What follows belongs to an exercise in optimizing a design on an open flow for small area, a short achievable clock period and few clock cycles per item; a production flow would make more cautious choices. The RTL was checked by simulation tests, not by an equivalence proof against the original design. Power figures rest on the tool's default switching activity, not on a simulated workload.

## JK
// ghash_top
module ghash_top
(
    input  logic      clk,
    input  logic      i_rst,
    input  logic      i_psel,
    input  logic      i_penable,
    input  logic      i_pwrite,
    input  ghash_pkg::apb_addr_t i_paddr,
    input  ghash_pkg::word_t     i_pwdata,
    output ghash_pkg::word_t     o_prdata,
    output logic      o_pready,
    output logic      o_pslverr
);
For scale: ~7,400 cells after synthesis, roughly 79 I/O pins, about 59,000 um^2 of cells after synthesis.
Settings: LEC_CHECK=0, CAP_MARGIN=10, CORE_MARGIN=5, CORE_UTILIZATION=45, SETUP_SLACK_MARGIN=4.4, SLEW_MARGIN=10; clock period 7.0 ns.
run.sh (not shown) runs the stock make flow with config.mk's settings and CLKGATE_MAP_FILE= SYNTH_SCRIPT=/design/flow/synth_recipe.tcl, a recipe that flattens the netlist after the stock synthesis.
Testbench counts of JK, summed over its fixed seeds: cycles 15,872, blocks 1,592.
Relative to JK, the following input files were edited for MS:
==> flow/config.mk <==
export PLATFORM = sky130hd
export DESIGN_NAME = ghash_top
export DESIGN_NICKNAME = ghash_top
export VERILOG_FILES = /design/flow/design.v
export SDC_FILE = /design/flow/constraint.sdc
export NUM_CORES = 4
export LEC_CHECK = 0
export CAP_MARGIN = 20
export CORE_MARGIN = 5
export CORE_UTILIZATION = 40
export SETUP_SLACK_MARGIN = 4.4
export SLEW_MARGIN = 20
Notes after the runs:
MS went all the way through synthesis, placement and routing and the layout is clean on timing, DRC and antenna. Final cell area: MS above JK. MS vs JK, beginning of the critical path: hp_q[4] vs acc_q[122]. Compared with JK, MS shows a higher switching power share of the total. The signal arrival time at the worst endpoint of MS and that of JK are within noise of each other. Looking at overall routing resource usage, MS sits below JK.

Starting RTL as in the previous note.
make LEC_CHECK=0 CAP_MARGIN=20 CORE_MARGIN=5 CORE_UTILIZATION=48 SETUP_SLACK_MARGIN=4.5 SLEW_MARGIN=20 finish   # period 7.0 ns
Testbench counts at the start, summed over its fixed seeds: cycles 15,872, blocks 1,592.
Rerun with:
- CORE_UTILIZATION: 48 -> 45
- SETUP_SLACK_MARGIN: 4.5 -> 4.0
Effect: Combinational power went down by 14%; count of clock-buffer cells in the layout went up by 7; maximum frequency went down by 10%; cell count went down by 1.0%; clock power went up by 6.7%.

Setup of job 4883:
ghash_top again, from the RTL that the note above started with.
==> flow/config.mk <==
export PLATFORM = sky130hd
export DESIGN_NAME = ghash_top
export DESIGN_NICKNAME = ghash_top
export VERILOG_FILES = /design/flow/design.v
export SDC_FILE = /design/flow/constraint.sdc
export NUM_CORES = 4
export LEC_CHECK = 0
export CAP_MARGIN = 20
export CORE_MARGIN = 5
export CORE_UTILIZATION = 52
export SETUP_SLACK_MARGIN = 4.4
export SLEW_MARGIN = 20
==> flow/constraint.sdc <==
create_clock -name core_clock -period 7.0 [get_ports {clk}]
set_input_delay 1.4000 -clock core_clock [delete_from_list [all_inputs] [get_ports {clk}]]
set_output_delay 1.4000 -clock core_clock [all_outputs]
set_load 0.01 [all_outputs]
Testbench counts of job 4883, summed over its fixed seeds: cycles 15,872, blocks 1,592.
Input-level comparison between job 4517 and job 4883:
# job 4883
export LEC_CHECK = 0
export CAP_MARGIN = 20
export CORE_MARGIN = 5
export CORE_UTILIZATION = 52
export SETUP_SLACK_MARGIN = 4.4
export SLEW_MARGIN = 20
create_clock -name core_clock -period 7.0 [get_ports {clk}]
# job 4517
export LEC_CHECK = 0
export CAP_MARGIN = 20
export CORE_MARGIN = 5
export CORE_UTILIZATION = 45
export SETUP_SLACK_MARGIN = 4.5
export SLEW_MARGIN = 20
create_clock -name core_clock -period 7.0 [get_ports {clk}]
Results
Job 4517: buffer and inverter count on the worst path is 3 higher than what job 4883 reported. Compared with job 4883, job 4517 shows final cell count that has gone up by a few percent. Cmp job 4517 vs job 4883: final cycle utilization of the critical path lower in job 4517. Measured against each other, job 4517 and job 4883 differ in setup slack after layout, the lower figure coming from job 4883. Job 4517 reports a higher via count than job 4883 does. Looking at clock share of power, job 4517 sits above job 4883. Reported for job 4517 and job 4883, total overflow reported by the global router turned out identical to the last digit.

## the previous run
ghash_top again, from the RTL that the note above started with.
clock: 7.0 ns
lec_check: 0
cap_margin: 20
core_margin: 5
core_utilization: 45
setup_slack_margin: 4.45
slew_margin: 20
The previous run: no failed stages, no open violations at the end
Testbench counts of the previous run, summed over its fixed seeds: cycles 15,872, blocks 1,592.
Changes in the current run relative to the previous run:
- a change of SETUP_SLACK_MARGIN from 4.45 to 4.4
Findings:
- | via count of the first global-routing pass | the previous run vs the current run | ≈ equal |
- Against the previous run as the reference, the current run delivers a lower proportion of power drawn by combinational gates.
- The current run: full flow OK, the timing, DRC and antenna checks passed
- Compared with the previous run, in the current run total clock network power climbed about 2%; global-route wire length before repair was more or less identical; shortest period the worst path allows has increased.

[re-timing with driven ports]
How much do the figures lean on ideal ports? The routed layouts below were timed once more, with nothing changed but the port constraints. Step 1: set_driving_cell puts a clkbuf_16 on clk and a buf_2 on each other input, an assumption about the parent block. Step 2 moves the port delays by t, midway between the first and last clock arrival at a register: inputs arrive t later, outputs are due t later. That takes back most of the time a late clock gives input paths. Three values: ideal, step 1, step 2; two values: the first two.
| run | shift t [ns] | setup slack, ns | latest minus earliest clock arrival (ns) | worst register clock-pin slew, ns |
|---|---|---|---|---|
| JK | 0.748 | 4.312 / 4.308 / 3.687 | 0.038 / 0.038 | 0.07 / 0.07 |
| MS | 0.723 | 4.287 / 4.287 / 3.648 | 0.031 / 0.032 | 0.07 / 0.07 |
| the first run of note 2 | 0.732 | 4.298 / 4.298 / 3.645 | 0.041 / 0.042 | 0.07 / 0.07 |
| the second run of note 2 | 0.740 | 3.985 / 3.974 / 3.306 | 0.043 / 0.043 | 0.07 / 0.07 |
| job 4883 | 0.748 | 4.299 / 4.290 / 3.663 | 0.059 / 0.059 | 0.07 / 0.07 |
| job 4517 | 0.756 | 4.346 / 4.296 / 3.727 | 0.030 / 0.029 | 0.07 / 0.07 |
| the previous run | 0.758 | 4.329 / 4.303 / 3.722 | 0.041 / 0.040 | 0.07 / 0.07 |
| the current run | 0.748 | 4.312 / 4.308 / 3.687 | 0.038 / 0.038 | 0.07 / 0.07 |
After both steps setup and hold are still met in every run listed. The setup slack of the second run of note 2, which loses most, moves by -0.011 ns with the drivers and by -0.679 ns with both steps.
